This design comes from an exercise in tuning for small area on the open sky130 flow, not from production work.
The RTL was checked by simulation tests, not by an equivalence proof against the original design.
The clock port is modelled as an ideal driver; clocking choices that lean on that would not hold on a real chip.
Power is estimated from default activity; no workload was simulated.

File: design/flow/constraint.sdc
create_clock -name core_clock -period 6.0 [get_ports {clk}]
set_input_delay 1.2000 -clock core_clock [delete_from_list [all_inputs] [get_ports {clk}]]
set_output_delay 1.2000 -clock core_clock [all_outputs]
set_load 0.01 [all_outputs]
File: design/flow/run.sh
#!/bin/bash
# synth_recipe.tcl (not shown) runs the flow's synth.tcl, then flattens the netlist and writes it again
# the make line also repeats each setting of config.mk as NAME=value (left out here)
make -C /OpenROAD-flow-scripts/flow DESIGN_CONFIG=/design/flow/config.mk WORK_HOME=/design/flow/orfs CLKGATE_MAP_FILE= SYNTH_SCRIPT=/design/flow/synth_recipe.tcl finish
File: design/flow/config.mk
export PLATFORM = sky130hd
export DESIGN_NAME = reg_file_32x32
export DESIGN_NICKNAME = reg_file_32x32
export VERILOG_FILES = /design/flow/design.v
export SDC_FILE = /design/flow/constraint.sdc
export NUM_CORES = 4
export LEC_CHECK = 0
export CAP_MARGIN = 20
export CORE_MARGIN = 2
export CORE_UTILIZATION = 40
export SLEW_MARGIN = 20
File: design/flow/design.v
package regfile_pkg;
  localparam int DATA_W = 32;
  localparam int ADDR_W = 5;
  localparam int DEPTH  = 32;
  localparam logic [ADDR_W-1:0] REG_ZERO = 5'd0;
  typedef logic [ADDR_W-1:0] reg_addr_t;
  typedef logic [DATA_W-1:0] reg_data_t;
endpackage
module regfile_read_port #(
  parameter int DATA_W = regfile_pkg::DATA_W,
  parameter int ADDR_W = regfile_pkg::ADDR_W,
  parameter int DEPTH  = regfile_pkg::DEPTH
) (
  input  logic [ADDR_W-1:0]             addr,
  input  logic [DEPTH-1:0][DATA_W-1:0]  regs,
  input  logic                          wr_en,
  input  logic [ADDR_W-1:0]             wr_addr,
  input  logic [DATA_W-1:0]             wr_data,
  input  logic                          reset,
  output logic [DATA_W-1:0]             data
);
  logic unused_bypass;
  assign unused_bypass = ^{wr_en, wr_addr, wr_data, reset};
  always_comb begin
    data = regs[addr];
    if (addr == ADDR_W'(regfile_pkg::REG_ZERO)) begin
      data = '0;
    end
  end
endmodule
module reg_file_32x32 #(
  parameter int DATA_W = regfile_pkg::DATA_W,
  parameter int ADDR_W = regfile_pkg::ADDR_W,
  parameter int DEPTH  = regfile_pkg::DEPTH
) (
  input  logic              clk,
  input  logic              reset,
  input  logic [ADDR_W-1:0] rd_addr1,
  input  logic [ADDR_W-1:0] rd_addr2,
  output logic [DATA_W-1:0] rd_data1,
  output logic [DATA_W-1:0] rd_data2,
  input  logic              wr_en,
  input  logic [ADDR_W-1:0] wr_addr,
  input  logic [DATA_W-1:0] wr_data
);
  logic [DEPTH-1:0][DATA_W-1:0] regs;
  always_ff @(posedge clk) begin
    if (reset) begin
      regs <= '0;
    end else if (wr_en && (wr_addr != ADDR_W'(regfile_pkg::REG_ZERO))) begin
      regs[wr_addr] <= wr_data;
    end
  end
  regfile_read_port #(
    .DATA_W (DATA_W),
    .ADDR_W (ADDR_W),
    .DEPTH  (DEPTH)
  ) u_port1 (
    .addr    (rd_addr1),
    .regs    (regs),
    .wr_en   (wr_en),
    .wr_addr (wr_addr),
    .wr_data (wr_data),
    .reset   (reset),
    .data    (rd_data1)
  );
  regfile_read_port #(
    .DATA_W (DATA_W),
    .ADDR_W (ADDR_W),
    .DEPTH  (DEPTH)
  ) u_port2 (
    .addr    (rd_addr2),
    .regs    (regs),
    .wr_en   (wr_en),
    .wr_addr (wr_addr),
    .wr_data (wr_data),
    .reset   (reset),
    .data    (rd_data2)
  );
endmodule
==> impl_metrics.py, run 1 <==
metrics = {
    "outcome": {
        "status": "timing/DRC/antenna clean",
    },
    "clocking": {
        "cts-root-buf": "clkbuf_16",
        "htree_levels": 3,
        "cts.clk_slew.worst_paths_ps": 60,
        "cts-buffers-inserted": 112,
        "worst_skew_pair.late_latency_ps": 760,
        "cts_hold_buf": 0,
        "cts_sinks": 1024,
        "ctsResizeCount": 0,
        "cts_max_path_buffers": 3,
        "cts_tree": "built",
        "cts_setup_buffers": 0,
    },
    "placement": {
        "dpl.hpwl_microns": 127100,
        "port-buffer-count": 113,
        "dp_slack_ps": 296.5,
        "gp_congestion": 0.8818,
    },
    "floorplan": {
        "core_sq_um": 139500,
        "die_h_microns": 378.9,
        "die_w_microns": 378.9,
        "rows": 137,
        "start_util_pct": 40.29,
        "dieArea_sq_um": 143500,
        "ios": 114,
    },
    "yosys": {
        "synth_edf_count": 0,
        "ys_warn_count": 2,
        "synth-main-ff-cell": "dfxtp_1",
        "synth_mux_area_share_pct": 30.56,
        "syn_area_per_cell_sq_um": 10.23,
        "synth_compound_area_share_pct": 14.82,
        "syn_inst": 5497,
        "synthDistinctLibCells": 50,
        "ys_ff_latch": 1024,
        "synthAdderAreaFrac_pct": 0.04452,
        "yosys.area_share.simple_pct": 12.48,
        "synth_area_sq_um": 56210,
        "synth_top_family_by_area": "multiplexers",
        "yosysSeqAreaShare_pct": 36.47,
        "synthArstFlopShare_pct": 0,
        "synth_xor_area_share_pct": 0.04674,
        "synth_fp_nets": 5549,
    },
    "worst_hold_path": {
        "hp-start": "regs[14]",
        "min_delay_worst_endpoint": "regs[14]",
        "min_path_cells": 1,
        "hold_path_class": "reg -> reg",
    },
    "timing": {
        "period_needed_ps": 5878,
        "fin_tns_setup_ps": 0,
        "finalSetupViolCount": 0,
        "worst_pin_slew_ps": 1235,
        "slew_viol_final": 0,
        "fin_worst_skew_ps": 0,
        "max-slew-margin-rel_pct": 17.25,
        "finalHoldViolCount": 0,
        "min_period_over_period_pct": 97.97,
        "rsz0062_at_grt": "false",
        "max_freq_mhz": 170.1,
        "fin_ws_ps": 122.0,
    },
    "routing": {
        "ant_nets": 0,
        "drtIter0Drc": 6575,
        "via_count": 48968,
        "drcViolationCount": 0,
        "viasPerCell": 6.852,
        "drt_pass1_iterations": 5,
        "drt_wl_total_microns": 222300,
        "avgRoutedWirePerCell_microns": 31.11,
    },
    "power": {
        "p_leak_nw": 22.96,
        "p_per_area_nw_per_um2": 254.2,
        "ir_worst_vdd_mv": 0.3054,
    },
    "critical_path": {
        "cp.arrival_ps": 4680,
        "path_class": "in -> out",
        "start_kind": "input port",
        "critPathCaptureType": "output pin",
        "r2r_cells": 2,
        "r2r_end": "regs[547]",
        "r2r_start": "regs[547]",
        "crit_required_ps": 4800,
        "crit_path_max_fanout": 18,
        "ff2ff_setup_slack_ps": 5260,
    },
    "job": {
        "maxCapViolCount": 0,
    },
    "cells_and_area": {
        "seq_area_sq_um": 20500,
        "multi_input_area_sq_um": 32870,
        "utilization_pct": 45.08,
        "layout-drive-gt1-share_pct": 17.38,
        "synthToLayoutAreaGrowth_pct": 11.89,
        "top_register": "regs",
        "layout.nets": 5233,
        "n_fill_cell": 13038,
        "reg_top3": "regs: 1024 flops",
        "largest_reg_flops": 1024,
    },
    "grt": {
        "gr-total-overflow": 0,
        "first_global_vias": 47453,
        "antenna_found_initial": 10,
        "track_usage_pct": 30.21,
        "grt_max_degree": 152,
        "grt_pass1_wl_microns": 326300,
    },
}
-- logic make-up after synthesis --
logic type	count (synthesis)
compound gates	1367
xor+xnor	3
fa+ha+maj	2
buf+inv	757
flops	1024
mux	1152
simple gates	1192
-- layer usage --
| metal | vias to the layer above | track usage, % | share of wire (%) |
|---|---|---|---|
| li1 | 20290 | - | - |
| met1 | 24885 | 41.49 | 40 |
| met2 | 3239 | 45.38 | 44 |
| met3 | 544 | 7.286 | 12 |
| met4 | 10 | 12.52 | 4.6 |
| met5 | - | 0 | 0.028 |
-- worst max-delay path, cell delays in order --
cell and delay [ps]:
buf_4 400, nor2_4 320, and3b_2 460, buf_4 280, a221o_1 330, a31oi_1 900
clkdlybuf4s50_1 720
-- cell usage after synthesis (20+ instances only) --
master,instances,area (sq um)
mux2i_1,672,6726
buf_1,30,112.6
o2111ai_1,20,175.2
nand3_1,269,1346
buf_2,188,940.9
nand4_1,264,1652
nor2b_1,69,431.7
nand2_1,43,161.4
a21oi_1,512,2562
nand2b_1,517,3234
a311oi_1,32,280.3
a221o_1,32,320.3
clkbuf_1,518,1944
a211oi_1,33,247.7
a31oi_1,32,200.2
a22oi_1,64,480.5
dfxtp_1,1024,20500
o31ai_1,258,1937
mux2_2,32,360.4
mux4_2,448,10090
a221oi_1,44,385.4
o21ai_0,326,1632
-- where the power goes --
part           switching, W  total, W  leakage (nW)  internal, W
clock network       0.00307   0.00699          1.79      0.00392
logic               0.00148   0.00210          12.9     0.000618
registers         0.0000459   0.00690          8.25      0.00686
-- worst max-delay path by stage --
stage,startpoint,endpoint,depth (start not counted)
6_report,rd_addr2[1],rd_data2[15],7
3_3_place_gp,rd_addr2[1],rd_data2[13],6
3_5_place_dp,rd_addr2[1],rd_data2[15],7
4_1_cts,rd_addr2[1],rd_data2[15],7
2_1_floorplan,rd_addr2[0],rd_data2[15],7
5_1_grt,rd_addr2[1],rd_data2[15],7
-- stage by stage --
step           hold WS (ps)  total power, W  cells  cell area [sq um]
2_1_floorplan         450.9        0.008196   5497              56210
3_3_place_gp          463.7        0.009051   6939              59140
3_5_place_dp          466.5        0.009073   6942              59210
4_1_cts               478.7         0.01595   7144              62860
5_1_grt               493.2         0.01634   7145              62890
6_report              480.4         0.01599   7147              62900
-- cell type report --
class                      instances  share of cell area (%)
timing repair buffer             320                   5.552
clock inverter                    30                  0.5351
antenna                            2                0.007957
sequential                      1024                   32.59
tap                             1876                   3.732
inverter                           7                 0.06167
multi-input combinational       3716                   52.26
clock buffer                     172                   5.260
-- cell usage in the layout (no fill, tap or decap), types with 6 or more instances in the layout --
cell type / instances
a211oi_1: 33
a21oi_1: 512
a221o_1: 32
a221oi_1: 44
a22oi_1: 64
a311oi_1: 30
a31oi_1: 32
buf_12: 59
buf_4: 146
buf_8: 6
clkbuf_1: 32
clkbuf_16: 112
clkbuf_8: 28
clkdlybuf4s50_1: 101
clkinv_2: 18
dfxtp_1: 1024
mux2_2: 32
mux2i_1: 672
mux4_2: 448
nand2_1: 43
nand2b_1: 516
nand3_1: 257
nand3_4: 12
nand4_1: 264
nor2b_1: 64
o2111ai_1: 20
o21ai_0: 326
o21ai_1: 7
o31ai_1: 258
==> inputs of run 2 (changes only) <==
==> design/flow/design.v (replaced) <==
package regfile_pkg;
  localparam int DATA_W = 32;
  localparam int ADDR_W = 5;
  localparam int DEPTH  = 32;
  localparam logic [ADDR_W-1:0] REG_ZERO = 5'd0;
  typedef logic [ADDR_W-1:0] reg_addr_t;
  typedef logic [DATA_W-1:0] reg_data_t;
endpackage
module regfile_read_port #(
  parameter int DATA_W = regfile_pkg::DATA_W,
  parameter int ADDR_W = regfile_pkg::ADDR_W,
  parameter int DEPTH  = regfile_pkg::DEPTH
) (
  input  logic [ADDR_W-1:0]             addr,
  input  logic [DEPTH-1:1][DATA_W-1:0]  regs,
  output logic [DATA_W-1:0]             data
);
  logic [DEPTH-1:1] sel;
  always_comb begin
    for (int r = 1; r < DEPTH; r++) begin
      sel[r] = (addr == ADDR_W'(r));
    end
  end
  for (genvar b = 0; b < DATA_W; b++) begin : g_bit
    logic [9:0] grp_n;
    for (genvar g = 0; g < 10; g++) begin : g_grp
      regfile_aoi222 u_aoi (
        .a0 (sel[3*g+1]), .b0 (regs[3*g+1][b]),
        .a1 (sel[3*g+2]), .b1 (regs[3*g+2][b]),
        .a2 (sel[3*g+3]), .b2 (regs[3*g+3][b]),
        .y  (grp_n[g])
      );
    end
    regfile_or_tail u_tail (
      .grp_n (grp_n),
      .a     (sel[31]),
      .b     (regs[31][b]),
      .y     (data[b])
    );
  end
endmodule
module regfile_aoi222 (
  input  logic a0, b0, a1, b1, a2, b2,
  output logic y
);
  assign y = ~((a0 & b0) | (a1 & b1) | (a2 & b2));
endmodule
module regfile_or_tail (
  input  logic [9:0] grp_n,
  input  logic       a, b,
  output logic       y
);
  logic [2:0] part;
  regfile_nand4 u_n0 (.a(grp_n[0]), .b(grp_n[1]), .c(grp_n[2]), .d(grp_n[3]), .y(part[0]));
  regfile_nand4 u_n1 (.a(grp_n[4]), .b(grp_n[5]), .c(grp_n[6]), .d(grp_n[7]), .y(part[1]));
  regfile_nand3 u_n2 (.a(grp_n[8]), .b(grp_n[9]), .c(~(a & b)), .y(part[2]));
  assign y = |part;
endmodule
module regfile_nand4 (
  input  logic a, b, c, d,
  output logic y
);
  assign y = ~(a & b & c & d);
endmodule
module regfile_nand3 (
  input  logic a, b, c,
  output logic y
);
  assign y = ~(a & b & c);
endmodule
module reg_file_32x32 #(
  parameter int DATA_W = regfile_pkg::DATA_W,
  parameter int ADDR_W = regfile_pkg::ADDR_W,
  parameter int DEPTH  = regfile_pkg::DEPTH
) (
  input  logic              clk,
  input  logic              reset,
  input  logic [ADDR_W-1:0] rd_addr1,
  input  logic [ADDR_W-1:0] rd_addr2,
  output logic [DATA_W-1:0] rd_data1,
  output logic [DATA_W-1:0] rd_data2,
  input  logic              wr_en,
  input  logic [ADDR_W-1:0] wr_addr,
  input  logic [DATA_W-1:0] wr_data
);
  logic [DEPTH-1:1][DATA_W-1:0] regs;
  logic [DEPTH-1:1] wsel, load, hold;
  always_comb begin
    for (int r = 1; r < DEPTH; r++) begin
      wsel[r] = wr_en && (wr_addr == ADDR_W'(r));
      load[r] = wsel[r] && !reset;
      hold[r] = !(wsel[r] || reset);
    end
  end
  logic [DEPTH-1:1][DATA_W-1:0] regs_d;
  for (genvar r = 1; r < DEPTH; r++) begin : g_row
    for (genvar b = 0; b < DATA_W; b++) begin : g_bit
      regfile_ao22 u_next (
        .a0 (load[r]), .b0 (wr_data[b]),
        .a1 (hold[r]), .b1 (regs[r][b]),
        .y  (regs_d[r][b])
      );
    end
  end
  always_ff @(posedge clk) begin
    regs <= regs_d;
  end
  regfile_read_port #(
    .DATA_W (DATA_W),
    .ADDR_W (ADDR_W),
    .DEPTH  (DEPTH)
  ) u_port1 (
    .addr (rd_addr1),
    .regs (regs),
    .data (rd_data1)
  );
  regfile_read_port #(
    .DATA_W (DATA_W),
    .ADDR_W (ADDR_W),
    .DEPTH  (DEPTH)
  ) u_port2 (
    .addr (rd_addr2),
    .regs (regs),
    .data (rd_data2)
  );
endmodule
module regfile_ao22 (
  input  logic a0, b0, a1, b1,
  output logic y
);
  assign y = (a0 & b0) | (a1 & b1);
endmodule
--- a/design/flow/config.mk
+++ b/design/flow/config.mk
@@ -11 +11,2 @@
 export SLEW_MARGIN = 20
+export SYNTH_HIERARCHICAL = 1
==> run 2 against run 1 <==
Compared with the run above: core utilization rose by 5.1 points; cell area fell by 25%; maximum frequency fell by 0.90%; combinational power fell by 63%; critical path depth rose by 1; highest routed layer unchanged; power fell by 11%; critical endpoint is now rd_data2[26]; flip-flop and latch count fell by 32; still clean; synthesized cell count fell by 43%; largest power group unchanged; clock power fell by 3.6%; area after synthesis fell by 33%.
==> impl_metrics.py, run 2 <==
metrics = {
    "critical_path": {
        "cp.arrival_ps": 4730,
        "crit_path_start": "rd_addr2[4]",
        "critPathCaptureType": "output pin",
        "endpoint": "rd_data2[26]",
        "crit_path_max_fanout": 25,
        "r2r_start": "regs[371]",
        "r2r_end": "regs[371]",
        "crit_required_ps": 4800,
        "start_kind": "input port",
        "r2r_cells": 1,
        "path_class": "in -> out",
        "ff2ff_setup_slack_ps": 5340,
    },
    "clocking": {
        "ctsResizeCount": 0,
        "cts.clk_slew.worst_paths_ps": 60,
        "cts_sinks": 992,
        "worst_skew_pair.late_latency_ps": 680,
        "cts_hold_buf": 0,
        "cts_setup_buffers": 0,
        "htree_levels": 3,
        "cts-root-buf": "clkbuf_16",
        "cts_max_path_buffers": 3,
        "cts-buffers-inserted": 103,
        "cts_tree": "built",
    },
    "grt": {
        "first_global_vias": 38135,
        "antenna_found_initial": 11,
        "track_usage_pct": 36.15,
        "gr-total-overflow": 0,
        "grt_max_degree": 43,
        "grt_pass1_wl_microns": 264700,
    },
    "cells_and_area": {
        "utilization_pct": 50.13,
        "largest_reg_flops": 992,
        "reg_top3": "regs: 992 flops",
        "synthToLayoutAreaGrowth_pct": 23.92,
        "layout-drive-gt1-share_pct": 14.27,
        "n_fill_cell": 8295,
        "post-route-cell-area_sq_um": 46930,
        "layout_common_cells": "a22o_1, dfxtp_1, a222oi_1",
        "top_register": "regs",
        "layout.nets": 3592,
        "stdcell_count": 4880,
    },
    "timing": {
        "max-slew-margin-rel_pct": 13.26,
        "finalHoldViolCount": 0,
        "rsz0062_at_grt": "false",
        "hold_slack_ps": 498.4,
        "finalSetupViolCount": 0,
        "fin_tns_setup_ps": 0,
        "max_freq_mhz": 168.6,
        "fin_worst_skew_ps": 0,
        "min_period_over_period_pct": 98.86,
        "worst_pin_slew_ps": 1298,
        "slew_viol_final": 0,
        "period_needed_ps": 5931,
    },
    "floorplan": {
        "die_h_microns": 311.7,
        "start_util_pct": 40.46,
        "dieArea_sq_um": 97150,
        "die_w_microns": 311.7,
        "rows": 112,
        "core_sq_um": 93610,
        "ios": 114,
    },
    "routing": {
        "drt_wl_total_microns": 186600,
        "avgRoutedWirePerCell_microns": 38.23,
        "drt_pass1_iterations": 17,
        "drtIter0Drc": 9534,
        "via_count": 39432,
        "ant_nets": 0,
        "viasPerCell": 8.080,
        "drcViolationCount": 0,
    },
    "placement": {
        "port-buffer-count": 113,
        "place_inst": 4688,
        "place_area_sq_um": 43340,
        "dpl.hpwl_microns": 108500,
        "gp_congestion": 0.9523,
    },
    "power": {
        "p_per_area_nw_per_um2": 302.5,
        "internal_power_w": 0.01074,
        "seq_power_share_pct": 47.0,
        "combinationalPowerShare_pct": 5.5,
        "p_leak_nw": 16.88,
        "clockPowerShare_pct": 47.5,
        "ir_worst_vdd_mv": 0.2064,
        "switching_share_pct": 24.31,
        "p_sw_w": 0.003450,
    },
    "yosys": {
        "ys_ff_latch": 992,
        "syn_area_per_cell_sq_um": 12.05,
        "synthDistinctLibCells": 36,
        "synth.top_cells.by_count": "a22o_1, dfxtp_1, a222oi_1, nand4_1, or3_1",
        "syn_inst": 3142,
        "synthTopCellsByArea": "dfxtp_1, a22o_1, a222oi_1, nand4_1, or3_1",
        "synth-main-ff-cell": "dfxtp_1",
        "synth_edf_count": 0,
        "synthArstFlopShare_pct": 0,
        "synth_fp_nets": 3192,
        "yosysTopAreaCellShare_pct": 52.44,
        "yosysSeqAreaShare_pct": 52.44,
        "synth_area_sq_um": 37870,
        "ys_warn_count": 8,
        "synth_area_leader_cell": "dfxtp_1",
    },
    "worst_hold_path": {
        "hp-start": "regs[606]",
        "hold_path_class": "reg -> reg",
        "min_path_cells": 1,
    },
    "job": {
        "maxCapViolCount": 0,
    },
    "outcome": {
        "status": "timing/DRC/antenna clean",
    },
}
[run 2: how the worst min path moves through the flow]
stage	end	slack [ps]
global placement	regs[314]	470
CTS	regs[638]	500
finish	regs[606]	500
global route	regs[345]	510
detailed placement	regs[976]	480
floorplan	regs[0]	460
[run 2: cell families (layout without fill, tap and decap cells)]
group | count (synthesis) | in the layout | synth area share (%)
buffers and inverters | 23 | 504 | 0.2940
and+or+nand+nor | 464 | 464 | 6.985
DFF | 992 | 992 | 52.44
AOI/OAI and AO/OA | 1663 | 1663 | 40.28
other | 0 | 3 | 0
[run 2: cell type report]
cell class | instances | area [sq um] | area share (%)
Sequential cell | 992 | 19860 | 42.32
Multi-Input combinational cell | 2127 | 18820 | 40.11
Timing Repair Buffer | 317 | 3143 | 6.697
Clock buffer | 149 | 2990 | 6.372
Tap cell | 1254 | 1569 | 3.343
Clock inverter | 37 | 534.3 | 1.138
Antenna cell | 3 | 7.507 | 0.01600
Inverter | 1 | 3.754 | 0.007998
[run 2: critical path, cell delays in order]
cell             delay, ps
clkdlybuf4s50_1        470
or2_2                  500
nor2_4                1020
buf_4                  290
a222oi_1               130
nand4_1                280
or3_1                  240
clkdlybuf4s50_1        580
[run 2: power groups by stage]
stage	clock network (W)	logic, W	registers, W
after detailed placement	0	0.000741	0.00682
after global placement	0	0.000721	0.00681
after global routing	0.00701	0.000782	0.00668
after floorplan	0	0.000228	0.00681
final	0.00674	0.000780	0.00668
after CTS	0.00674	0.000742	0.00667
[run 2: Yosys stat by module (local to each module, per instance), a selection]
module           flops+latches  area [sq um]  cells inside  times used
reg_file_32x32             992         20580          1098           1
regfile_nand4                0         6.256             1         128
regfile_or_tail              0         10.01             2          64
regfile_nand3                0         5.005             1          64
regfile_aoi222               0         10.01             1         640
regfile_ao22                 0         8.758             1         992
[run 2: layer usage]
layer,part of all wire [%],track usage (%)
met4,7.1,22.17
met1,37,47.84
met2,41,51.20
met3,15,11.15
met5,0.058,0.1976
[run 2: through the flow]
stage / setup slack, ps / power (W)
after CTS: 296.0 / 0.01416
final: 68.64 / 0.01420
after global placement: 278.1 / 0.007535
after floorplan: 1610 / 0.007036
after detailed placement: 307.0 / 0.007560
after global routing: 105.2 / 0.01447
==> inputs of run 3 (changes only) <==
--- a/design/flow/design.v
+++ b/design/flow/design.v
@@ -17,7 +17,13 @@
 );
+  logic [3:0] lo;
+  logic [7:0] hi;
+  for (genvar i = 0; i < 4; i++) begin : g_lo
+    assign lo[i] = (addr[1:0] == 2'(i));
+  end
+  for (genvar i = 0; i < 8; i++) begin : g_hi
+    assign hi[i] = (addr[4:2] == 3'(i));
+  end
   logic [DEPTH-1:1] sel;
-  always_comb begin
-    for (int r = 1; r < DEPTH; r++) begin
-      sel[r] = (addr == ADDR_W'(r));
-    end
+  for (genvar r = 1; r < DEPTH; r++) begin : g_dec
+    regfile_and2 u_sel (.a(lo[r%4]), .b(hi[r/4]), .y(sel[r]));
   end
@@ -86,9 +92,19 @@
   logic [DEPTH-1:1][DATA_W-1:0] regs;
-  logic [DEPTH-1:1] wsel, load, hold;
-  always_comb begin
-    for (int r = 1; r < DEPTH; r++) begin
-      wsel[r] = wr_en && (wr_addr == ADDR_W'(r));
-      load[r] = wsel[r] && !reset;
-      hold[r] = !(wsel[r] || reset);
-    end
+  logic [3:0] lo, lo_n;
+  logic [7:0] hi_en, hi_en_n, hi_ld;
+  logic       nreset;
+  assign nreset = !reset;
+  for (genvar i = 0; i < 4; i++) begin : g_lo
+    assign lo[i]   = (wr_addr[1:0] == 2'(i));
+    assign lo_n[i] = !lo[i];
+  end
+  for (genvar i = 0; i < 8; i++) begin : g_hi
+    assign hi_en[i]   = wr_en && (wr_addr[4:2] == 3'(i));
+    assign hi_en_n[i] = !hi_en[i];
+    assign hi_ld[i]   = hi_en[i] && nreset;
+  end
+  logic [DEPTH-1:1] load, hold;
+  for (genvar r = 1; r < DEPTH; r++) begin : g_wdec
+    regfile_and2 u_load (.a(lo[r%4]), .b(hi_ld[r/4]), .y(load[r]));
+    regfile_o21a u_hold (.a1(lo_n[r%4]), .a2(hi_en_n[r/4]), .b1(nreset), .y(hold[r]));
   end
@@ -132 +148,13 @@
 endmodule
+module regfile_and2 (
+  input  logic a, b,
+  output logic y
+);
+  assign y = a & b;
+endmodule
+module regfile_o21a (
+  input  logic a1, a2, b1,
+  output logic y
+);
+  assign y = (a1 | a2) & b1;
+endmodule
==> design/flow/flow/run.sh (new file) <==
#!/bin/bash
# The standard ORFS layout with changes that only affect which buffers and
# drive strengths the layout uses:
#  - before the resize step's repair_design, drivers of nets that break max
#    slew/cap are upsized (flow/sizer.tcl) instead of being buffered;
#  - clock tree from clkbuf_8 leaf clusters of up to 20 flip-flops, without
#    dummy balancing loads;
#  - buf_1 port buffers.
# The make output goes to flow_make.log; each ORFS step logs under orfs/logs.
set -euo pipefail
export PRE_RESIZE_TCL="$PWD/flow/sizer.tcl"
export CTS_ARGS="-sink_clustering_enable -repair_clock_nets -dont_use_dummy_load -sink_clustering_size 20 -sink_clustering_max_diameter 60 -buf_list {sky130_fd_sc_hd__clkbuf_8}"
export BUFFER_PORTS_ARGS="-buffer_cell sky130_fd_sc_hd__buf_1"
bash standard.sh finish > flow_make.log 2>&1
==> design/flow/flow/sizer.tcl (new file) <==
# Runs before the resize step's repair_design (PRE_RESIZE_TCL). Upsizes the
# drivers of nets that break max slew or max capacitance, one step at a time
# to the next larger cell of the same function, so that repair_design has
# fewer nets left to fix with buffers.
set_dont_use $::env(DONT_USE_CELLS)
estimate_parasitics -placement
sta::make_equiv_cells [get_libs *]

proc sizer_next_up {lib_cell} {
  set best ""
  set best_a 1e9
  set a0 [get_property $lib_cell area]
  foreach c [sta::find_equiv_cells $lib_cell] {
    if {[get_property $c dont_use]} continue
    set a [get_property $c area]
    if {$a > $a0 && $a < $best_a} {
      set best $c
      set best_a $a
    }
  }
  return $best
}

for {set pass 0} {$pass < 10} {incr pass} {
  set tmpname [file join [pwd] sizer_viol.rpt]
  report_check_types -max_slew -max_capacitance -violators > $tmpname
  set fh [open $tmpname]
  set txt [read $fh]
  close $fh
  set drv [dict create]
  foreach line [split $txt "\n"] {
    if {![string match "*VIOLATED*" $line]} continue
    set p [get_pins -quiet [lindex $line 0]]
    if {$p eq ""} continue
    set net [get_nets -quiet -of_objects $p]
    if {$net eq ""} continue
    foreach d [get_pins -quiet -of_objects $net -filter "direction==output"] {
      dict set drv [get_full_name [get_cells -of_objects $d]] 1
    }
  }
  puts "sizer pass $pass: [dict size $drv] drivers with violations"
  if {[dict size $drv] == 0} break
  set n 0
  dict for {iname _} $drv {
    set inst [get_cells $iname]
    set up [sizer_next_up [get_lib_cells -of_objects $inst]]
    if {$up ne ""} {
      replace_cell $inst $up
      incr n
    }
  }
  puts "sizer pass $pass: upsized $n"
  if {$n == 0} break
  estimate_parasitics -placement
}
==> design/flow/standard.sh (new file) <==
#!/bin/bash
# synth_recipe.tcl (not shown) runs the flow's synth.tcl, then flattens the netlist and writes it again
# the make line also repeats each setting of config.mk as NAME=value (left out here)
make -C /OpenROAD-flow-scripts/flow DESIGN_CONFIG=/design/flow/config.mk WORK_HOME=/design/flow/orfs CLKGATE_MAP_FILE= SYNTH_SCRIPT=/design/flow/synth_recipe.tcl "${@:-finish}"
--- a/design/flow/config.mk
+++ b/design/flow/config.mk
@@ -7,6 +7,7 @@
 export LEC_CHECK = 0
-export CAP_MARGIN = 20
+export CAP_MARGIN = 0
 export CORE_MARGIN = 2
-export CORE_UTILIZATION = 40
-export SLEW_MARGIN = 20
+export CORE_UTILIZATION = 50
+export GPL_TIMING_DRIVEN = 0
+export SLEW_MARGIN = 0
 export SYNTH_HIERARCHICAL = 1
removed: design/flow/run.sh
==> run 3 against run 2 <==
Compared with the run above: the flow now stops in placement repair (3_4_place_resized); area after synthesis about the same; synthesized cell count is 0.45% lower.
==> impl_metrics.py, run 3 <==
metrics = {
    "yosys": {
        "synthDistinctLibCells": 23,
        "synth_area_sq_um": 37890,
        "synth_area_leader_cell": "dfxtp_1",
        "yosysTopAreaCellShare_pct": 52.41,
        "synth.top_cells.by_count": "a22o_1, dfxtp_1, a222oi_1, nand4_1, and2_1",
        "syn_area_per_cell_sq_um": 12.11,
        "synthArstFlopShare_pct": 0,
        "synth_mux_area_share_pct": 0,
        "syn_inst": 3128,
        "synth_fp_nets": 3178,
        "yosysSeqAreaShare_pct": 52.41,
        "synthAdderAreaFrac_pct": 0,
        "yosys.area_share.simple_pct": 7.063,
        "synth_top_family_by_area": "compound AO/OA/AOI/OAI gates",
        "ys_warn_count": 7,
        "synthTopCellsByArea": "dfxtp_1, a22o_1, a222oi_1, nand4_1, and2_1",
        "synth_edf_count": 0,
        "ys_ff_latch": 992,
        "synth_xor_area_share_pct": 0,
        "synth-main-ff-cell": "dfxtp_1",
        "synth_compound_area_share_pct": 40.45,
    },
    "placement": {
        "gp_congestion": 0.9480,
        "port-buffer-count": 111,
    },
    "floorplan": {
        "die_h_microns": 279.3,
        "ios": 114,
        "die_w_microns": 279.3,
        "rows": 100,
        "start_util_pct": 50.73,
    },
    "outcome": {
        "tool.error": "Error: resize.tcl, 5 couldn't open \"/OpenROAD-flow-scripts/flow/sizer_viol.rpt\": no such file or directory",
        "status": "stopped before the end",
        "failed_stage": "placement repair (3_4_place_resized)",
    },
}
run 3: cell types whose count changed after synthesis, sizes merged, moves of 6 or more:
cell,change
and2,+94
nor2,-54
o21a,+31
a21oi,-27
nor3,-22
buf,-10
clkbuf,-10
and3b,+6
nor3b,+6
run 3: Yosys stat by module (local to each module, per instance), a selection:
module           cell area [sq um]  flip-flops and latches  cells inside
reg_file_32x32               20050                     992          1028
regfile_and2                 6.256                       0             1
regfile_ao22                 8.758                       0             1
regfile_aoi222               10.01                       0             1
regfile_nand3                5.005                       0             1
regfile_nand4                6.256                       0             1
regfile_o21a                 7.507                       0             1
regfile_or_tail              10.01                       0             2
run 3: cells by family after synthesis:
kind of cell / after synthesis
buf+inv: 7
flops: 992
compound gates: 1663
simple gates: 466
run 3: power groups by stage:
stage	clock network (W)	registers, W	logic [W]
after global placement	0	0.00681	0.000555
after floorplan	0	0.00681	0.000214
run 3: worst max path at each step:
stage | start | end | slack [ps] | cells after the start
floorplan | rd_addr1[0] | rd_data1[0] | 2110 | 5
global placement | rd_addr1[0] | rd_data1[9] | 290 | 7
run 3: per-stage QoR:
step	instance area (sq um)	setup WS (ps)
floorplan	37890	2108
global placement	39520	288.5
==> inputs of run 4 (changes only) <==
--- a/design/flow/flow/run.sh
+++ b/design/flow/flow/run.sh
@@ -6,3 +6,4 @@
 #  - clock tree from clkbuf_8 leaf clusters of up to 20 flip-flops, without
-#    dummy balancing loads;
+#    dummy balancing loads; leaf buffers whose flip-flops see more than 95 ps
+#    of clock slew are then upsized (flow/clkfix.tcl);
 #  - buf_1 port buffers.
@@ -11,2 +12,3 @@
 export PRE_RESIZE_TCL="$PWD/flow/sizer.tcl"
+export POST_CTS_TCL="$PWD/flow/clkfix.tcl"
 export CTS_ARGS="-sink_clustering_enable -repair_clock_nets -dont_use_dummy_load -sink_clustering_size 20 -sink_clustering_max_diameter 60 -buf_list {sky130_fd_sc_hd__clkbuf_8}"
==> design/flow/flow/clkfix.tcl (new file) <==
estimate_parasitics -placement
set ladder {sky130_fd_sc_hd__clkbuf_1 sky130_fd_sc_hd__clkbuf_2 sky130_fd_sc_hd__clkbuf_4 sky130_fd_sc_hd__clkbuf_8 sky130_fd_sc_hd__clkbuf_16}
for {set pass 0} {$pass < 4} {incr pass} {
  set todo [dict create]
  foreach p [get_pins -hierarchical */CLK] {
    set s 0
    foreach rf {rise fall} {
      set v [get_property $p slew_max_$rf]
      if {$v > $s} { set s $v }
    }
    if {$s <= 0.095} continue
    set net [get_nets -of_objects $p]
    foreach d [get_pins -quiet -of_objects $net -filter "direction==output"] {
      dict set todo [get_full_name [get_cells -of_objects $d]] 1
    }
  }
  set n 0
  dict for {iname _} $todo {
    set inst [get_cells $iname]
    set ref [get_property $inst ref_name]
    set i [lsearch $ladder $ref]
    if {$i < 0 || $i == [llength $ladder] - 1} continue
    replace_cell $inst [get_lib_cells */[lindex $ladder [expr {$i + 1}]]]
    incr n
  }
  puts "clkfix pass $pass: upsized $n clock buffers"
  if {$n == 0} break
  estimate_parasitics -placement
}
detailed_placement
estimate_parasitics -placement
--- a/design/flow/flow/sizer.tcl
+++ b/design/flow/flow/sizer.tcl
@@ -24,3 +24,3 @@
 for {set pass 0} {$pass < 10} {incr pass} {
-  set tmpname [file join [pwd] sizer_viol.rpt]
+  set tmpname [file join $::env(LOG_DIR) sizer_viol.rpt]
   report_check_types -max_slew -max_capacitance -violators > $tmpname
==> run 4 against run 3 <==
Compared with the run above: synthesized cell count is the same; now clean on timing, DRC and antenna; area after synthesis is the same.
==> impl_metrics.py, run 4 <==
metrics = {
    "routing": {
        "viasPerCell": 8.939,
        "drt_pass1_iterations": 13,
        "drt_wl_total_microns": 181500,
        "drtIter0Drc": 9215,
        "via_count": 38437,
        "avgRoutedWirePerCell_microns": 42.20,
        "ant_nets": 0,
        "drcViolationCount": 0,
    },
    "yosys": {
        "syn_inst": 3128,
        "syn_area_per_cell_sq_um": 12.11,
        "synth-main-ff-cell": "dfxtp_1",
        "synth_top_family_by_area": "compound AO/OA/AOI/OAI gates",
        "synthArstFlopShare_pct": 0,
        "yosys.area_share.simple_pct": 7.063,
        "synth_area_leader_cell": "dfxtp_1",
        "yosysTopAreaCellShare_pct": 52.41,
        "synth_mux_area_share_pct": 0,
        "synth_area_sq_um": 37890,
        "yosysSeqAreaShare_pct": 52.41,
        "synth_edf_count": 0,
        "synthTopCellsByArea": "dfxtp_1, a22o_1, a222oi_1, nand4_1, and2_1",
        "synth_xor_area_share_pct": 0,
        "synthDistinctLibCells": 23,
        "synth_fp_nets": 3178,
        "synthAdderAreaFrac_pct": 0,
        "ys_ff_latch": 992,
        "synth_compound_area_share_pct": 40.45,
        "synth.top_cells.by_count": "a22o_1, dfxtp_1, a222oi_1, nand4_1, and2_1",
        "ys_warn_count": 7,
    },
    "timing": {
        "min_period_over_period_pct": 89.89,
        "fin_tns_setup_ps": 0,
        "finalSetupViolCount": 0,
        "max-slew-margin-rel_pct": 15.76,
        "slew_viol_final": 0,
        "max_freq_mhz": 185.4,
        "rsz0062_at_grt": "false",
        "finalHoldViolCount": 0,
        "fin_worst_skew_ps": 0,
        "worst_pin_slew_ps": 1264,
        "period_needed_ps": 5393,
        "hold_slack_ps": 499.9,
    },
    "floorplan": {
        "dieArea_sq_um": 78000,
        "start_util_pct": 50.73,
        "die_w_microns": 279.3,
        "ios": 114,
        "core_sq_um": 74700,
        "rows": 100,
        "die_h_microns": 279.3,
    },
    "critical_path": {
        "crit_path_frequent_cell": "buf_1",
        "crit_path_max_fanout": 32,
        "r2r_end": "regs[279]",
        "r2r_cells": 1,
        "path_class": "in -> out",
        "crit_required_ps": 4800,
        "r2r_start": "regs[279]",
        "critPathTopFamily": "simple AND/OR/NAND/NOR gates",
        "crit_slowest_cell": "and2_2",
        "cp_num_cells": 7,
        "slowest_delay_ps": 1070,
        "cp.arrival_ps": 4190,
        "ff2ff_setup_slack_ps": 5350,
        "critPathCaptureType": "output pin",
        "worst-path-buf-inv": 2,
        "start_kind": "input port",
        "cp_cell_sequence": "buf_1, nor2b_1, and2_2, a222oi_1, nand4_1, or3_1, buf_1",
    },
    "power": {
        "p_per_area_nw_per_um2": 270.0,
        "p_leak_nw": 14.66,
        "power_w": 0.01112,
        "ir_worst_vdd_mv": 0.1939,
    },
    "outcome": {
        "status": "timing/DRC/antenna clean",
    },
    "placement": {
        "place_inst": 4208,
        "dpl.hpwl_microns": 98050,
        "gp_congestion": 0.9480,
        "port-buffer-count": 111,
        "place_area_sq_um": 39720,
    },
    "cells_and_area": {
        "reg_top3": "regs: 992 flops",
        "post-route-cell-area_sq_um": 41170,
        "synthToLayoutAreaGrowth_pct": 8.661,
        "n_fill_cell": 6360,
        "layout-drive-gt1-share_pct": 7.337,
        "stdcell_count": 4300,
        "layout.nets": 3364,
        "largest_reg_flops": 992,
        "top_register": "regs",
        "layout_common_cells": "a22o_1, dfxtp_1, a222oi_1",
    },
    "worst_hold_path": {
        "hp-start": "regs[983]",
        "min_delay_worst_endpoint": "regs[983]",
        "hold_path_class": "reg -> reg",
        "min_path_cells": 1,
    },
    "clocking": {
        "cts_tree": "built",
        "cts.clk_slew.worst_paths_ps": 70,
        "cts_sinks": 992,
        "worst_skew_pair.late_latency_ps": 730,
    },
    "grt": {
        "first_global_vias": 36069,
        "track_usage_pct": 44.02,
        "gr-total-overflow": 0,
        "grt_max_degree": 33,
        "antenna_found_initial": 24,
        "grt_pass1_wl_microns": 252400,
    },
    "job": {
        "maxCapViolCount": 0,
    },
}
-- run 4: cell counts after synthesis --
No cell type changed its count.
-- run 4: layout make-up --
type | count | area (sq um) | area share [%]
clock buffers | 73 | 1410 | 3.425
plain buffers | 2 | 10.01 | 0.02431
inverters | 5 | 18.77 | 0.04558
well taps | 969 | 1212 | 2.945
multi-input cells | 2129 | 18160 | 44.10
repair buffers | 111 | 456.7 | 1.109
diodes | 19 | 47.55 | 0.1155
flip-flops and latches | 992 | 19860 | 48.23
-- run 4: cell families (layout without fill, tap and decap cells) --
logic type | count (synthesis) | after routing
AO/OA/AOI/OAI | 1663 | 1663
flip-flops | 992 | 992
AND/OR/NAND/NOR | 466 | 466
buffers and inverters | 7 | 191
other | 0 | 19
-- run 4: per-module statistics from Yosys, one instance, submodules excluded, a selection --
module	times used	area, sq um	flip-flops and latches
regfile_aoi222	640	10.01	0
regfile_o21a	31	7.507	0
regfile_ao22	992	8.758	0
regfile_or_tail	64	10.01	0
regfile_nand3	64	5.005	0
reg_file_32x32	1	20050	992
regfile_and2	93	6.256	0
regfile_nand4	128	6.256	0
-- run 4: how the worst max path moves through the flow --
| stage | startpoint | slack [ps] | to |
|---|---|---|---|
| after global placement | rd_addr1[0] | 290 | rd_data1[9] |
| final | rd_addr2[0] | 610 | rd_data2[12] |
| after global routing | rd_addr2[4] | 710 | rd_data2[12] |
| after floorplan | rd_addr1[0] | 2110 | rd_data1[0] |
| after detailed placement | rd_addr2[1] | 940 | rd_data2[1] |
-- run 4: per-stage QoR --
step	utilization (%)	setup WS [ps]
after floorplan	-	2108
after global placement	52.91	288.5
after detailed placement	53.17	944.5
after global routing	55.07	708.0
final	55.12	606.6
-- run 4: power breakdown --
group          internal, W  switching, W
sequential         0.00663     0.0000396
clock              0.00161       0.00222
combinational    0.0000843      0.000535
-- run 4: routing by layer --
layer  vias up  track usage (%)  wire, microns
met3       783            14.56          28370
met5         -            1.689            209
met1     19019            56.60          65090
met2      3764            63.36          74310
li1      14857                -              -
met4        14            27.49          13480
==> inputs of run 5 (changes only) <==
--- a/design/flow/config.mk
+++ b/design/flow/config.mk
@@ -8,4 +8,5 @@
 export CAP_MARGIN = 0
+export CELL_PAD_IN_SITES_DETAIL_PLACEMENT = 1
 export CORE_MARGIN = 2
-export CORE_UTILIZATION = 50
+export CORE_UTILIZATION = 40
 export GPL_TIMING_DRIVEN = 0
==> run 5 against run 4 <==
Compared with the run above: flip-flop and latch count is the same; synthesized cell count is the same; first-iteration DRC count shrank 13%; non-clock buffer count did not move; sequential share of layout area is 0.52 points lower; via count decreased by 3.7%; critical path type unchanged; highest routed layer unchanged.
==> impl_metrics.py, run 5 <==
metrics = {
    "grt": {
        "first_global_vias": 36394,
        "gr-total-overflow": 0,
        "antenna_found_initial": 9,
        "grt_max_degree": 33,
        "grt_pass1_wl_microns": 253700,
        "track_usage_pct": 34.91,
    },
    "floorplan": {
        "core_sq_um": 93610,
        "start_util_pct": 40.48,
        "ios": 114,
        "dieArea_sq_um": 97210,
        "die_h_microns": 311.8,
        "die_w_microns": 311.8,
        "rows": 112,
    },
    "critical_path": {
        "cp.arrival_ps": 4270,
        "critPathCaptureType": "output pin",
        "crit_slowest_cell": "and2_2",
        "worst-path-buf-inv": 2,
        "cp_cell_sequence": "buf_1, nor3b_1, and2_2, a222oi_1, nand4_1, or3_1, buf_1",
        "ff2ff_setup_slack_ps": 5340,
        "crit_required_ps": 4800,
        "crit_path_frequent_cell": "buf_1",
        "critPathTopFamily": "simple AND/OR/NAND/NOR gates",
        "start_kind": "input port",
        "crit_path_max_fanout": 32,
        "path_class": "in -> out",
        "r2r_start": "regs[157]",
        "r2r_end": "regs[157]",
        "r2r_cells": 1,
        "slowest_delay_ps": 990,
    },
    "power": {
        "clockPowerShare_pct": 35.8,
        "switching_share_pct": 25.38,
        "internal_power_w": 0.008459,
        "combinationalPowerShare_pct": 5.4,
        "seq_power_share_pct": 58.8,
        "p_per_area_nw_per_um2": 272.3,
        "p_sw_w": 0.002878,
        "ir_worst_vdd_mv": 0.1821,
        "p_leak_nw": 14.73,
    },
    "yosys": {
        "synthArstFlopShare_pct": 0,
        "ys_ff_latch": 992,
        "synth.top_cells.by_count": "a22o_1, dfxtp_1, a222oi_1, nand4_1, and2_1",
        "synthTopCellsByArea": "dfxtp_1, a22o_1, a222oi_1, nand4_1, and2_1",
        "syn_inst": 3128,
        "synth_area_sq_um": 37890,
        "yosysTopAreaCellShare_pct": 52.41,
        "syn_area_per_cell_sq_um": 12.11,
        "synth_fp_nets": 3178,
        "synth_area_leader_cell": "dfxtp_1",
        "synth_edf_count": 0,
        "synthDistinctLibCells": 23,
        "ys_warn_count": 7,
        "yosysSeqAreaShare_pct": 52.41,
        "synth-main-ff-cell": "dfxtp_1",
    },
    "clocking": {
        "cts.clk_slew.worst_paths_ps": 60,
        "cts_tree": "built",
        "worst_skew_pair.late_latency_ps": 770,
        "cts_sinks": 992,
    },
    "timing": {
        "max-slew-margin-rel_pct": 13.10,
        "worst_pin_slew_ps": 1303,
        "fin_tns_setup_ps": 0,
        "max_freq_mhz": 182.8,
        "period_needed_ps": 5472,
        "finalSetupViolCount": 0,
        "rsz0062_at_grt": "false",
        "fin_worst_skew_ps": 0,
        "slew_viol_final": 0,
        "finalHoldViolCount": 0,
        "min_period_over_period_pct": 91.20,
    },
    "placement": {
        "gp_congestion": 0.9417,
        "port-buffer-count": 111,
        "dpl.hpwl_microns": 95340,
        "place_inst": 4493,
    },
    "cells_and_area": {
        "stdcell_count": 4578,
        "n_fill_cell": 10018,
        "layout_common_cells": "a22o_1, dfxtp_1, a222oi_1",
        "reg_top3": "regs: 992 flops",
        "layout.nets": 3370,
        "layout-drive-gt1-share_pct": 7.505,
        "synthToLayoutAreaGrowth_pct": 9.853,
        "top_register": "regs",
        "largest_reg_flops": 992,
    },
    "routing": {
        "drt_wl_total_microns": 178700,
        "drt_pass1_iterations": 11,
        "via_count": 37014,
        "drtIter0Drc": 7976,
        "ant_nets": 0,
        "viasPerCell": 8.085,
        "drcViolationCount": 0,
        "avgRoutedWirePerCell_microns": 39.04,
    },
    "outcome": {
        "status": "timing/DRC/antenna clean",
    },
    "worst_hold_path": {
        "min_path_cells": 1,
        "hold_path_class": "reg -> reg",
        "hp-start": "regs[54]",
        "min_delay_worst_endpoint": "regs[54]",
    },
    "job": {
        "maxCapViolCount": 0,
    },
}
-- run 5: cell counts after synthesis --
No cell type changed its count.
-- run 5: worst max path at each step --
stage,from,end,slack (ps),depth (start not counted)
after global placement,rd_addr2[3],rd_data2[11],130,7
final,rd_addr2[3],rd_data2[29],530,7
after detailed placement,rd_addr1[3],rd_data1[11],800,7
after floorplan,rd_addr1[0],rd_data1[0],2110,5
after global routing,rd_addr1[3],rd_data1[29],570,7
-- run 5: cells by family after synthesis --
kind of cell,count (synthesis),synth area share [%]
AOI/OAI and AO/OA,1663,40.45
and+or+nand+nor,466,7.063
DFF,992,52.41
buffers and inverters,7,0.07595
-- run 5: cell type report --
cell class	count	area [sq um]	share of cell area [%]
Multi-Input combinational cell	2129	18160	43.62
Buffer	2	10.01	0.02405
Tap cell	1254	1569	3.769
Clock buffer	79	1538	3.694
Sequential cell	992	19860	47.71
Timing Repair Buffer	111	456.7	1.097
Inverter	5	18.77	0.04509
Antenna cell	6	15.01	0.03607
-- run 5: layer usage --
layer,up-vias,routed length [microns],global-route usage (%)
met5,-,43,0.09881
met4,6,10800,20.28
met3,551,24350,9.417
met2,2901,74220,50.07
met1,18735,69320,46.98
li1,14821,-,-
-- run 5: through the flow --
stage          power (W)  cell area [sq um]  util, %  setup slack (ps)  hold slack (ps)
2_1_floorplan   0.007022              37890        -              2108            459.9
3_3_place_gp    0.007380              39880    42.60             129.6            472.8
3_5_place_dp    0.007397              40070    42.81             798.8            478.0
5_1_grt          0.01159              41620    44.46             574.0            515.5
6_report         0.01134              41620    44.47             528.1            498.9
-- run 5: Yosys stat by module, one instance, submodules excluded, excerpt --
module	flip-flops and latches	cells	times used
regfile_nand3	0	1	64
regfile_or_tail	0	2	64
regfile_ao22	0	1	992
regfile_nand4	0	1	128
regfile_and2	0	1	93
regfile_o21a	0	1	31
regfile_aoi222	0	1	640
reg_file_32x32	992	1028	1
-- run 5: power by group through the flow --
stage,clock network (W),logic [W],registers [W]
6_report,0.00406,0.000615,0.00667
5_1_grt,0.00431,0.000616,0.00667
3_5_place_dp,0,0.000580,0.00682
3_3_place_gp,0,0.000565,0.00682
2_1_floorplan,0,0.000214,0.00681
==> inputs of run 6 (changes only) <==
==> design/flow/flow/run.sh (replaced) <==
#!/bin/bash
# The standard ORFS layout with changes that only affect which buffers and
# drive strengths the layout uses:
#  - before the resize step's repair_design, drivers of nets that break max
#    slew/cap are upsized (flow/sizer.tcl) instead of being buffered;
#  - clock tree from clkbuf_8 leaf clusters of up to 24 flip-flops, without
#    dummy balancing loads; leaf buffers whose flip-flops see more than 105 ps
#    of clock slew are then upsized (flow/clkfix.tcl);
#  - buf_1 port buffers.
# The make output goes to flow_make.log; each ORFS step logs under orfs/logs.
set -euo pipefail
export PRE_RESIZE_TCL="$PWD/flow/sizer.tcl"
export POST_CTS_TCL="$PWD/flow/clkfix.tcl"
export CTS_ARGS="-sink_clustering_enable -repair_clock_nets -dont_use_dummy_load -sink_clustering_size 24 -sink_clustering_max_diameter 70 -buf_list {sky130_fd_sc_hd__clkbuf_8}"
export BUFFER_PORTS_ARGS="-buffer_cell sky130_fd_sc_hd__buf_1"
bash standard.sh finish > flow_make.log 2>&1
--- a/design/flow/flow/clkfix.tcl
+++ b/design/flow/flow/clkfix.tcl
@@ -10,3 +10,3 @@
     }
-    if {$s <= 0.095} continue
+    if {$s <= 0.105} continue
     set net [get_nets -of_objects $p]
--- a/design/flow/config.mk
+++ b/design/flow/config.mk
@@ -10,3 +10,3 @@
 export CORE_MARGIN = 2
-export CORE_UTILIZATION = 40
+export CORE_UTILIZATION = 50
 export GPL_TIMING_DRIVEN = 0
==> run 6 against run 5 <==
Compared with the run above: still clean on timing, DRC and antenna; core utilization up 10 points; maximum frequency down 0.57%; flip-flop and latch count unchanged; combinational power up 2%; power down 4.2%; setup slack worse by 31 ps; critical path depth unchanged; synthesized cell count unchanged; area after synthesis unchanged.
==> impl_metrics.py, run 6 <==
metrics = {
    "placement": {
        "dp_slack_ps": 904.0,
        "gp_congestion": 0.9480,
        "dpl.hpwl_microns": 102700,
        "port-buffer-count": 111,
    },
    "routing": {
        "ant_nets": 0,
        "viasPerCell": 8.962,
        "drt_pass1_iterations": 12,
        "via_count": 38322,
        "drcViolationCount": 0,
        "drtIter0Drc": 8739,
        "avgRoutedWirePerCell_microns": 43.58,
        "drt_wl_total_microns": 186400,
    },
    "yosys": {
        "yosysTopAreaCellShare_pct": 52.41,
        "ys_warn_count": 7,
        "synth.top_cells.by_count": "a22o_1, dfxtp_1, a222oi_1, nand4_1, and2_1",
        "synthArstFlopShare_pct": 0,
        "ys_ff_latch": 992,
        "syn_inst": 3128,
        "synthTopCellsByArea": "dfxtp_1, a22o_1, a222oi_1, nand4_1, and2_1",
        "synth_area_sq_um": 37890,
        "syn_area_per_cell_sq_um": 12.11,
        "synth_edf_count": 0,
        "synth-main-ff-cell": "dfxtp_1",
        "synth_fp_nets": 3178,
        "synthDistinctLibCells": 23,
        "yosysSeqAreaShare_pct": 52.41,
        "synth_area_leader_cell": "dfxtp_1",
    },
    "grt": {
        "track_usage_pct": 45.45,
        "grt_max_degree": 33,
        "grt_pass1_wl_microns": 262400,
        "gr-total-overflow": 0,
        "antenna_found_initial": 31,
        "first_global_vias": 37455,
    },
    "worst_hold_path": {
        "hold_path_class": "reg -> reg",
        "min_path_cells": 1,
        "hp-start": "regs[322]",
        "min_delay_worst_endpoint": "regs[322]",
    },
    "power": {
        "p_leak_nw": 14.55,
        "ir_worst_vdd_mv": 0.2943,
        "p_per_area_nw_per_um2": 265.0,
    },
    "cells_and_area": {
        "synthToLayoutAreaGrowth_pct": 8.087,
        "reg_top3": "regs: 992 flops",
        "layout.nets": 3343,
        "top_register": "regs",
        "n_fill_cell": 7627,
        "largest_reg_flops": 992,
        "layout-drive-gt1-share_pct": 6.746,
        "layout_common_cells": "a22o_1, dfxtp_1, a222oi_1",
    },
    "critical_path": {
        "start_kind": "input port",
        "cp.arrival_ps": 4300,
        "ff2ff_setup_slack_ps": 5340,
        "path_class": "in -> out",
        "r2r_end": "regs[915]",
        "r2r_cells": 1,
        "crit_path_max_fanout": 32,
        "critPathCaptureType": "output pin",
        "crit_required_ps": 4800,
        "r2r_start": "regs[915]",
    },
    "clocking": {
        "cts_tree": "built",
        "worst_skew_pair.late_latency_ps": 810,
        "cts_sinks": 992,
        "cts.clk_slew.worst_paths_ps": 90,
    },
    "timing": {
        "max_freq_mhz": 181.7,
        "rsz0062_at_grt": "false",
        "fin_tns_setup_ps": 0,
        "slew_viol_final": 0,
        "fin_worst_skew_ps": 0,
        "finalSetupViolCount": 0,
        "min_period_over_period_pct": 91.72,
        "fin_ws_ps": 497.0,
        "worst_pin_slew_ps": 1268,
        "finalHoldViolCount": 0,
        "period_needed_ps": 5503,
        "max-slew-margin-rel_pct": 15.49,
    },
    "floorplan": {
        "die_h_microns": 279.3,
        "start_util_pct": 50.73,
        "rows": 100,
        "core_sq_um": 74700,
        "dieArea_sq_um": 78000,
        "ios": 114,
        "die_w_microns": 279.3,
    },
    "outcome": {
        "status": "timing/DRC/antenna clean",
    },
    "job": {
        "maxCapViolCount": 0,
    },
}
-- run 6: cell counts after synthesis --
No cell type changed its count.
-- run 6: critical path, cell delays in order --
cell and delay [ps]:
buf_1 220, and3b_2 270, and2_2 550, a222oi_1 520
nand4_1 720, or3_1 620, buf_1 160
-- run 6: cell type report --
type / count / area [sq um] / share of cell area (%)
Antenna cell: 16 / 40.04 / 0.09776
Buffer: 2 / 10.01 / 0.02444
Clock buffer: 52 / 1200 / 2.930
Inverter: 5 / 18.77 / 0.04583
Multi-Input combinational cell: 2129 / 18160 / 44.34
Sequential cell: 992 / 19860 / 48.49
Tap cell: 969 / 1212 / 2.960
Timing Repair Buffer: 111 / 456.7 / 1.115
-- run 6: power by group --
group          leakage [nW]  total (W)  switching, W  internal [W]
Clock                 0.595    0.00356       0.00216       0.00139
Combinational          5.96   0.000628      0.000544     0.0000843
Sequential             8.00    0.00667     0.0000408       0.00663
-- run 6: kinds of logic after synthesis --
kind of cell / after synthesis / synth area share (%)
AOI/OAI and AO/OA: 1663 / 40.45
DFF: 992 / 52.41
and+or+nand+nor: 466 / 7.063
buffers and inverters: 7 / 0.07595
-- run 6: worst max path at each step --
| stage | start | endpoint | slack [ps] |
|---|---|---|---|
| after global routing | rd_addr1[3] | rd_data1[12] | 400 |
| after detailed placement | rd_addr1[3] | rd_data1[12] | 900 |
| after floorplan | rd_addr1[0] | rd_data1[0] | 2110 |
| final | rd_addr1[4] | rd_data1[9] | 500 |
| after global placement | rd_addr1[0] | rd_data1[9] | 290 |
-- run 6: per-layer routing --
layer  vias to the layer above  routed length [microns]  GRT usage (%)
li1                      14795                        -              -
met3                       729                    28850          15.86
met4                        14                    13420          30.26
met1                     19302                    66830          57.35
met5                         -                      199          1.689
met2                      3482                    77050          65.24
-- run 6: metrics by stage --
| step | power, W | util [%] | cells | instance area [sq um] | hold WS, ps |
|---|---|---|---|---|---|
| after global routing | 0.01107 | 54.80 | 4266 | 40930 | 518.8 |
| after detailed placement | 0.007401 | 53.17 | 4208 | 39720 | 480.5 |
| after global placement | 0.007368 | 52.91 | 4208 | 39520 | 472.4 |
| final | 0.01085 | 54.83 | 4276 | 40960 | 505.8 |
| after floorplan | 0.007022 | - | 3128 | 37890 | 459.9 |
-- run 6: modules after synthesis, one instance, submodules excluded, a selection --
module           cell area [sq um]  times used  flops+latches  cells
reg_file_32x32               20050           1            992   1028
regfile_aoi222               10.01         640              0      1
regfile_or_tail              10.01          64              0      2
regfile_ao22                 8.758         992              0      1
regfile_o21a                 7.507          31              0      1
regfile_and2                 6.256          93              0      1
regfile_nand4                6.256         128              0      1
regfile_nand3                5.005          64              0      1
==> inputs of run 7 (changes only) <==
--- a/design/flow/config.mk
+++ b/design/flow/config.mk
@@ -10,3 +10,3 @@
 export CORE_MARGIN = 2
-export CORE_UTILIZATION = 50
+export CORE_UTILIZATION = 60
 export GPL_TIMING_DRIVEN = 0
==> run 7 against run 6 <==
Compared with the run above: still clean; routed wire length decreased by 2.7%; maximum frequency decreased by 2.0%; cell area decreased by 0.38%; setup slack got worse by 120 ps; die area decreased by 16%; critical path type unchanged; critical endpoint is now rd_data2[6].
==> impl_metrics.py, run 7 <==
metrics = {
    "outcome": {
        "status": "timing/DRC/antenna clean",
    },
    "yosys": {
        "synth.top_cells.by_count": "a22o_1, dfxtp_1, a222oi_1, nand4_1, and2_1",
        "synth_edf_count": 0,
        "synth_fp_nets": 3178,
        "yosysTopAreaCellShare_pct": 52.41,
        "yosysSeqAreaShare_pct": 52.41,
        "ys_ff_latch": 992,
        "ys_warn_count": 7,
        "synthTopCellsByArea": "dfxtp_1, a22o_1, a222oi_1, nand4_1, and2_1",
        "synth_area_leader_cell": "dfxtp_1",
        "synth_area_sq_um": 37890,
        "synth-main-ff-cell": "dfxtp_1",
        "synthArstFlopShare_pct": 0,
        "synthDistinctLibCells": 23,
        "syn_inst": 3128,
        "syn_area_per_cell_sq_um": 12.11,
    },
    "routing": {
        "drt_wl_total_microns": 181200,
        "viasPerCell": 9.408,
        "avgRoutedWirePerCell_microns": 43.60,
        "ant_nets": 0,
        "drt_pass1_iterations": 14,
        "drtIter0Drc": 9774,
        "via_count": 39110,
        "drcViolationCount": 0,
    },
    "floorplan": {
        "die_h_microns": 255.3,
        "die_w_microns": 255.3,
        "dieArea_sq_um": 65180,
        "start_util_pct": 60.40,
        "rows": 92,
        "ios": 114,
        "core_sq_um": 62740,
    },
    "grt": {
        "antenna_found_initial": 34,
        "first_global_vias": 38559,
        "grt_pass1_wl_microns": 258500,
        "gr-total-overflow": 0,
        "grt_max_degree": 33,
        "track_usage_pct": 52.65,
    },
    "timing": {
        "max_freq_mhz": 178.0,
        "worst_pin_slew_ps": 1256,
        "fin_ws_ps": 381.9,
        "slew_viol_final": 0,
        "fin_worst_skew_ps": 0,
        "fin_tns_setup_ps": 0,
        "max-slew-margin-rel_pct": 16.30,
        "finalSetupViolCount": 0,
        "rsz0062_at_grt": "false",
        "period_needed_ps": 5618,
        "hold_slack_ps": 504.2,
        "min_period_over_period_pct": 93.63,
        "finalHoldViolCount": 0,
    },
    "critical_path": {
        "critPathCaptureType": "output pin",
        "ff2ff_setup_slack_ps": 5320,
        "cp.arrival_ps": 4420,
        "crit_slowest_cell": "nand4_1",
        "critPathTopFamily": "simple AND/OR/NAND/NOR gates",
        "path_class": "in -> out",
        "crit_required_ps": 4800,
        "slowest_delay_ps": 770,
        "start_kind": "input port",
        "crit_path_max_fanout": 32,
        "crit_path_frequent_cell": "buf_1",
        "worst-path-buf-inv": 2,
        "cp_cell_sequence": "buf_1, and3b_2, and2_2, a222oi_1, nand4_1, or3_1, buf_1",
    },
    "clocking": {
        "cts.clk_slew.worst_paths_ps": 80,
        "worst_skew_pair.late_latency_ps": 770,
        "cts_tree": "built",
        "cts_sinks": 992,
    },
    "cells_and_area": {
        "layout-drive-gt1-share_pct": 6.717,
        "largest_reg_flops": 992,
        "post-route-cell-area_sq_um": 40800,
        "layout_common_cells": "a22o_1, dfxtp_1, a222oi_1",
        "synthToLayoutAreaGrowth_pct": 7.677,
        "reg_top3": "regs: 992 flops",
        "top_register": "regs",
        "layout.nets": 3342,
    },
    "placement": {
        "dp_slack_ps": 944.8,
        "gp_congestion": 1.023,
        "dpl.hpwl_microns": 99620,
        "place_area_sq_um": 39560,
        "port-buffer-count": 111,
    },
    "power": {
        "p_leak_nw": 14.54,
        "power_w": 0.01080,
        "p_per_area_nw_per_um2": 264.7,
        "ir_worst_vdd_mv": 0.2797,
    },
    "worst_hold_path": {
        "hold_path_class": "reg -> reg",
    },
    "job": {
        "maxCapViolCount": 0,
    },
}
-- run 7: cell counts after synthesis --
Identical to the previous run, type by type.
-- run 7: area by class of cell --
type	count	area, sq um
Tap cell	846	1059
Multi-Input combinational cell	2129	18160
Sequential cell	992	19860
Timing Repair Buffer	111	456.7
Antenna cell	21	52.55
Clock buffer	51	1186
Inverter	5	18.77
Buffer	2	10.01
Fill cell	6231	21930
-- run 7: power by group --
| part | switching (W) | leakage, nW | internal [W] | total [W] |
|---|---|---|---|---|
| sequential | 0.0000420 | 8.00 | 0.00663 | 0.00667 |
| combinational | 0.000537 | 5.96 | 0.0000844 | 0.000621 |
| clock | 0.00213 | 0.588 | 0.00138 | 0.00351 |
-- run 7: logic make-up after synthesis --
family	share of synthesized area (%)
AND/OR/NAND/NOR	7.063
buffers and inverters	0.07595
AO/OA/AOI/OAI	40.45
flip-flops	52.41
-- run 7: metal layers --
layer	track usage (%)	vias up	part of all wire [%]
li1	-	14800	-
met1	64.78	19153	33
met2	73.79	4079	41
met3	20.81	1046	17
met4	39.69	32	8.4
met5	1.901	-	0.25
-- run 7: per-module statistics from Yosys (local to each module, per instance), a selection --
module,cells inside,flops+latches,cell area [sq um],copies in the design
regfile_or_tail,2,0,10.01,64
regfile_ao22,1,0,8.758,992
regfile_and2,1,0,6.256,93
regfile_nand3,1,0,5.005,64
regfile_aoi222,1,0,10.01,640
regfile_nand4,1,0,6.256,128
-- run 7: through the flow --
step / utilization, % / cells
2_1_floorplan: - / 3128
5_1_grt: 64.99 / 4145
3_5_place_dp: 63.06 / 4085
6_report: 65.04 / 4157
3_3_place_gp: 62.75 / 4085
-- run 7: path summary, 6_finish.rpt --
kind / startpoint / endpoint / cells past startpoint
worst max-delay path: rd_addr2[2] / rd_data2[6] / 7
worst min-delay path: regs[964] / regs[964] / 1
worst max register to register: regs[725] / regs[725] / 1
worst min register to register: regs[964] / regs[964] / 1

[what the ideal ports hide]
The results above use ideal ports. As a check the final layouts listed here were re-extracted and re-timed, cells and wires unchanged.
Step 1: set_driving_cell puts a clkbuf_16 on clk and a buf_2 on each other input, an assumption about the parent block.
Step 2, shift: input delay + t, output delay - t, t = (earliest + latest rising clock arrival at the registers) / 2. This alone moves slack from input paths to output paths.
a / b / c = no drivers / after step 1 / after step 2; a / b = the first two.
run | shift t [ns] | slack for setup (ns) | cell pins on the clock port's net
run 1 | 0.829 | 0.122 / 0.098 / 0.098 | 1
run 2 | 0.747 | 0.069 / 0.040 / 0.040 | 1
run 4 | 0.788 | 0.607 / 0.521 / 0.521 | 1
run 5 | 0.796 | 0.528 / 0.499 / 0.499 | 1
run 6 | 0.848 | 0.497 / 0.313 / 0.313 | 1
run 7 | 0.849 | 0.382 / 0.256 / 0.256 | 1
After both steps every run listed still meets setup and hold. The setup slack of run 6, which loses most, moves by -0.184 ns with the drivers and by -0.184 ns with both steps.
